What follows belongs to an exercise in optimizing a design on an open flow for small area, a short achievable clock period and few clock cycles per item; a production flow would make more cautious choices.
Function was checked by simulation only, so behaviour that the tests miss may differ from the original.
Power and IR drop assume default switching activity.

==> design/flow/design.v <==
module two_way_cache_ctrl #(
    parameter int ADDR_SIZE       = 32,
    parameter int NUM_SETS        = 16,
    parameter int WORDS_PER_BLOCK = 4
) (
    input  logic                 clk,
    input  logic                 rst,
    input  logic                 cpu_req_valid,
    output logic                 cpu_req_ready,
    input  logic                 cpu_we,
    input  logic [ADDR_SIZE-1:0] cpu_addr,
    input  logic [31:0]          cpu_wdata,
    output logic                 cpu_resp_valid,
    output logic [31:0]          cpu_rdata,
    output logic                 mem_req,
    output logic                 mem_we,
    output logic [ADDR_SIZE-1:0] mem_addr,
    output logic [31:0]          mem_wdata,
    input  logic [31:0]          mem_rdata,
    input  logic                 mem_ack,
    output logic [ADDR_SIZE-1:0] lru_addr,
    output logic                 lru_replace,
    input  logic                 lru_preferred
);
    localparam int WB = $clog2(WORDS_PER_BLOCK);
    localparam int OB = 2 + WB;
    localparam int SB = $clog2(NUM_SETS);
    localparam int TB = ADDR_SIZE - SB - OB;
    typedef enum logic [2:0] {IDLE, LOOKUP, REFILL, WRITE, RESP} state_t;
    state_t                 r_state, w_next;
    logic                   r_we;
    logic [ADDR_SIZE-1:0]   r_addr;
    logic [31:0]            r_wdata;
    logic [31:0]            r_resp;
    logic [WB-1:0]          r_cnt;
    logic                   r_victim;
    logic [1:0]             r_valid [NUM_SETS];
    logic [TB-1:0]          r_tag   [NUM_SETS][2];
    logic [31:0]            r_data  [NUM_SETS][2][WORDS_PER_BLOCK];
    logic [TB-1:0]          w_tag;
    logic [SB-1:0]          w_set;
    logic [WB-1:0]          w_word;
    logic                   w_hit0, w_hit1, w_hit, w_way, w_last, w_fill;
    assign w_tag  = r_addr[ADDR_SIZE-1 -: TB];
    assign w_set  = r_addr[OB +: SB];
    assign w_word = r_addr[2 +: WB];
    assign w_hit0 = r_valid[w_set][0] && r_tag[w_set][0] == w_tag;
    assign w_hit1 = r_valid[w_set][1] && r_tag[w_set][1] == w_tag;
    assign w_hit  = w_hit0 | w_hit1;
    assign w_way  = w_hit1;
    assign w_last = r_cnt == WB'(WORDS_PER_BLOCK - 1);
    assign w_fill = r_state == REFILL && mem_ack;
    assign cpu_req_ready  = r_state == IDLE && !rst;
    assign cpu_resp_valid = r_state == RESP;
    assign cpu_rdata      = (r_state == RESP && !r_we) ? r_resp : '0;
    assign mem_req        = r_state == REFILL || r_state == WRITE;
    assign mem_we         = r_state == WRITE;
    assign mem_addr       = r_state == REFILL ? {w_tag, w_set, r_cnt, 2'b00} :
                            r_state == WRITE  ? {r_addr[ADDR_SIZE-1:2], 2'b00} : '0;
    assign mem_wdata      = r_state == WRITE ? r_wdata : '0;
    assign lru_addr       = r_addr;
    assign lru_replace    = (r_state == LOOKUP && w_hit && w_way == lru_preferred) || (w_fill && w_last);
    always_comb begin
        w_next = r_state;
        case (r_state)
            IDLE:    w_next = cpu_req_valid ? LOOKUP : IDLE;
            LOOKUP:  w_next = r_we ? WRITE : w_hit ? RESP : REFILL;
            REFILL:  w_next = (mem_ack && w_last) ? RESP : REFILL;
            WRITE:   w_next = mem_ack ? RESP : WRITE;
            default: w_next = IDLE;
        endcase
    end
    always_ff @(posedge clk) begin
        if (rst) begin
            r_state  <= IDLE;
            r_we     <= 1'b0;
            r_addr   <= '0;
            r_wdata  <= '0;
            r_resp   <= '0;
            r_cnt    <= '0;
            r_victim <= 1'b0;
            for (int s = 0; s < NUM_SETS; s++) r_valid[s] <= '0;
        end else begin
            r_state <= w_next;
            if (r_state == IDLE && cpu_req_valid) begin
                r_we    <= cpu_we;
                r_addr  <= cpu_addr;
                r_wdata <= cpu_wdata;
            end
            if (r_state == LOOKUP && !r_we) begin
                if (w_hit) r_resp <= r_data[w_set][w_way][w_word];
                r_cnt    <= '0;
                r_victim <= lru_preferred;
            end
            if (w_fill) begin
                r_cnt <= r_cnt + 1'b1;
                if (r_cnt == w_word) r_resp <= mem_rdata;
                if (w_last) r_valid[w_set][r_victim] <= 1'b1;
            end
        end
    end
    always_ff @(posedge clk) begin
        if (!rst && r_state == LOOKUP && r_we && w_hit) r_data[w_set][w_way][w_word] <= r_wdata;
        if (!rst && w_fill) begin
            r_data[w_set][r_victim][r_cnt] <= mem_rdata;
            if (w_last) r_tag[w_set][r_victim] <= w_tag;
        end
    end
endmodule
==> design/flow/run.sh <==
#!/bin/bash
# synth_recipe.tcl (not shown) runs the flow's synth.tcl, then flattens the netlist and writes it again
# the make line also repeats each setting of config.mk as NAME=value (left out here)
make -C /OpenROAD-flow-scripts/flow DESIGN_CONFIG=/design/flow/config.mk WORK_HOME=/design/flow/orfs CLKGATE_MAP_FILE= SYNTH_SCRIPT=/design/flow/synth_recipe.tcl finish
==> design/flow/config.mk <==
export PLATFORM = sky130hd
export DESIGN_NAME = two_way_cache_ctrl
export DESIGN_NICKNAME = two_way_cache_ctrl
export VERILOG_FILES = /design/flow/design.v
export SDC_FILE = /design/flow/constraint.sdc
export NUM_CORES = 4
export LEC_CHECK = 0
export CAP_MARGIN = 20
export CORE_MARGIN = 2
export CORE_UTILIZATION = 40
export SLEW_MARGIN = 20
export SYNTH_MEMORY_MAX_BITS = 8192
==> design/flow/constraint.sdc <==
create_clock -name core_clock -period 7.0 [get_ports {clk}]
set_input_delay 1.4000 -clock core_clock [delete_from_list [all_inputs] [get_ports {clk}]]
set_output_delay 1.4000 -clock core_clock [all_outputs]
set_load 0.01 [all_outputs]
==> results.txt <==
[repair_timing]
action,4_1_cts,5_1_grt
resized for setup,0,2
buffers inserted,0,1
endpoints found under the setup margin,0,1
[final timing paths]
kind | to | slack [ps] | cells past startpoint
max | lru_replace | 290 | 12
min | r_addr[1]$_SDFFE_PP0P_ | 460 | 2
max reg2reg | r_resp[3]$_SDFF_PP0_ | 590 | 18
min reg2reg | r_addr[1]$_SDFFE_PP0P_ | 460 | 2
[final cells by class]
type | instances | area (um^2)
Antenna cell | 27 | 67.56
Clock buffer | 668 | 14150
Clock inverter | 261 | 2410
Fill cell | 39250 | 256500
Inverter | 12 | 45.04
Multi-Input combinational cell | 3495 | 43710
Sequential cell | 5003 | 149200
Tap cell | 6425 | 8039
Timing Repair Buffer | 745 | 8269
[state kept, by name, summed over array words and instances (netlist names), named ones only]
| name | flops |
|---|---|
| r_data | 4096 |
| r_resp | 32 |
| r_state | 3 |
| r_wdata | 32 |
| r_cnt | 2 |
| r_we | 1 |
| r_tag | 768 |
| r_valid | 32 |
| r_victim | 1 |
| r_addr | 32 |
[cells in the final DEF (no fill, tap or decap), drive strengths merged, types with 56 or more instances in the layout]
cell / count
a21oi: 112
a31oi: 69
and2: 56
buf: 514
clkbuf: 668
clkdlybuf4s50: 231
clkinv: 192
dfxtp: 107
edfxtp: 4896
mux2: 117
mux2i: 421
mux4: 1208
nand2: 383
nand3: 169
nand3b: 70
nor2: 207
nor3: 80
o22ai: 169
[power groups by stage]
stage                     logic [mW]  clock network [mW]  registers [mW]
after floorplan                 2.41                   0            34.0
after global placement          4.37                   0            34.0
after detailed placement        4.44                   0            34.0
after CTS                       4.45                27.4            33.4
after global routing            4.66                28.6            33.4
final                           4.43                27.0            33.4
[cells by family (layout without fill, tap and decap cells)]
group                      Yosys count  after routing  share of synthesized area (%)
xor gates and xnor gates            60             60                         0.2711
AOI/OAI and AO/OA                  578            578                          1.931
buffers and inverters              583           1686                          1.237
muxes                             1746           1746                          16.89
and+or+nand+nor                   1108           1108                          2.712
other                                1             29                       0.001935
DFF                               5003           5003                          76.95
adders and majority gates            1              1                       0.006454
[layer usage]
layer	GRT usage, %	share of wire (%)
met2	35.09	48
met3	5.186	9.8
met5	0	0.058
met1	29.85	39
met4	6.127	3.0
[per-stage QoR]
step	utilization (%)	hold slack, ps	setup slack (ps)	total power [mW]	cells
6_report	46.83	458.7	290.8	64.87	16640
3_5_place_dp	43.36	459.2	723.9	38.49	15680
4_1_cts	46.79	467.5	18.45	65.30	16610
3_3_place_gp	43.35	446.8	494.0	38.40	15670
5_1_grt	46.81	481.2	3.591	66.64	16610
2_1_floorplan	-	442.4	1507	36.41	9081
[worst max-delay path: cells and delay by family (launching register included)]
kind / cells / cell delay, ps
simple gates: 4 / 1080
compound gates: 3 / 600
mux: 2 / 720
buf+inv: 2 / 930
xor+xnor: 1 / 180
flops: 1 / 730
==> out/qor.yml <==
synth_seq_area_share_pct: 76.95
run_status: "no timing/DRC/antenna violations"
finalSetupTns_ps: 0
part_of_the_total_power_dissipated_in_the_clock_network_pct: 41.7
firstDrtPassIters: 6
finalHoldViolations: 0
core_area_um2: 482400
portBuffers: 232
ys_async_sr_fraction_pct: 0
synth-edff-count: 4896
synth_ff_type: "edfxtp_1"
floorplan.rows: 255
top_count_cell_post_synth: "edfxtp_1"
fin_crit_sh_pct: 95.85
hold_start: "r_addr[1]$_SDFFE_PP0P_"
avgRoutedWirePerCell_um: 32.74
share_seq_of_total_power_pct: 51.5
die_width_um: 700.1
endpoint_kind: "primary output"
synth_top_cells_by_area: "edfxtp_1, mux4_2, mux2i_1"
worst_setup_hold_path_clk_slew_ps: 60
report.final.slew_viol_count: 0
grt_antenna_before_repair: 41
first_global_vias: 98850
tritoncts: "yes"
remaining_global_route_overflow: 0
synth_largest_type_area_fraction_pct: 75.85
synth.cells.most_frequent: "edfxtp_1, mux4_2, mux2i_1"
worstSetupStartpointType: "flip-flop"
measured_slew_at_the_worst_slew_check_pin_ps: 1156
fmax_mhz: 149.0
clock_skew_ps: 45.33
cts-root-buf: "clkbuf_16"
numClockSinks: 5003
worst-path-max-fanout: 34
grt_setup_unrepaired: "false"
worstReg2RegStart: "r_addr[7]$_SDFFE_PP0P_"
p_sw_share_pct: 22.41
post_dp_cell_area_um2: 209200
cellInternalPower_mw: 50.33
maximum_number_of_pins_on_one_net_before_global_route_repair: 129
critPathSlowestCell: "dfxtp_4"
stdcell_area_um2: 225900
initial_util_pct: 40.18
final_net_count: 9880
cts_max_path_buffers: 4
detail_route.wirelength_um: 544600
netlist_area_pre_place_um2: 193800
static-leakage-power_nw: 70.54
syn_avg_cell_area_um2: 21.35
clock_tree.htree_level_count: 6
synth.distinct_cells: 62
layout-drive-gt1-share_pct: 27.37
yosysWarningCount: 1
area_growth_pct: 16.54
ys_ff_latch: 5003
die_outline_area_um2: 490200
synthesis.instances: 9080
worst_path_cell_chain: "buf_6 > mux4_2 > nor2b_1 > a211oi_1 > a21oi_1 > xor2_1 > nor4_1 > nand4_1 > nor2_1 > mux2_2 > a22o_1 > clkdlybuf4s50_1"
powerDensity_nw_per_um2: 287.2
grtUsageTotal_pct: 21.82
synth.largest_area_cell: "edfxtp_1"
die_y_um: 700.1
timing.max_cap.violations: 0
combinational_share_of_power_pct: 6.8
cp.arrival_ps: 5310
critical_path_required_ps: 5600
number_of_buffers_added_to_fix_hold_violations_after_cts: 0
detailed_place_hpwl_um: 315400
worst_hold_path_type: "reg -> reg"
ir_drop_mv: 0.2617
setup_viol: 0
p_sw_mw: 14.54
worst-setup-path-type: "reg -> out"
io_pins: 235
grt_pass1_wl_um: 762000
final_antenna_net_count: 0
clkLatencyLatePin_ps: 1060
drt_first_iter_violations: 13210
remaining_drc_errors: 0
num_vias: 98060
slowest_delay_ps: 730
slew_headroom_pct: 22.81
final_period_minus_worst_setup_slack_ps: 6709
drt-vias-per-instance: 5.895
routabilityCongestion: 0.8428
tritoncts.num_buffers: 520
Testbench counts, summed over its fixed seeds: cycles 16,113, items 3,200.

## what the ideal ports hide
Ports are ideal in the flow. The routed layout listed here was re-timed in OpenROAD. Step 1 sets driving cells, clkbuf_16 on the clock port and buf_2 on the other inputs (assumed; they add their load-dependent delay and slew). Step 2, shift: input delay + t, output delay - t, t = (earliest + latest rising clock arrival at the registers) / 2. This alone moves slack from input paths to output paths. Three values: ideal, step 1, step 2; two values: the first two.
shift t [ns]: 1.152
slack for setup (ns): 0.291 / 0.172 / 0.594
clock arrival spread, ns: 0.049 / 0.049
worst register clock-pin slew, ns: 0.07 / 0.07
pins driven straight from the clock port: 1
After both steps setup and hold are still met in this run. For this run, drivers alone change the setup slack by -0.119 ns; drivers and shift together by +0.303 ns.
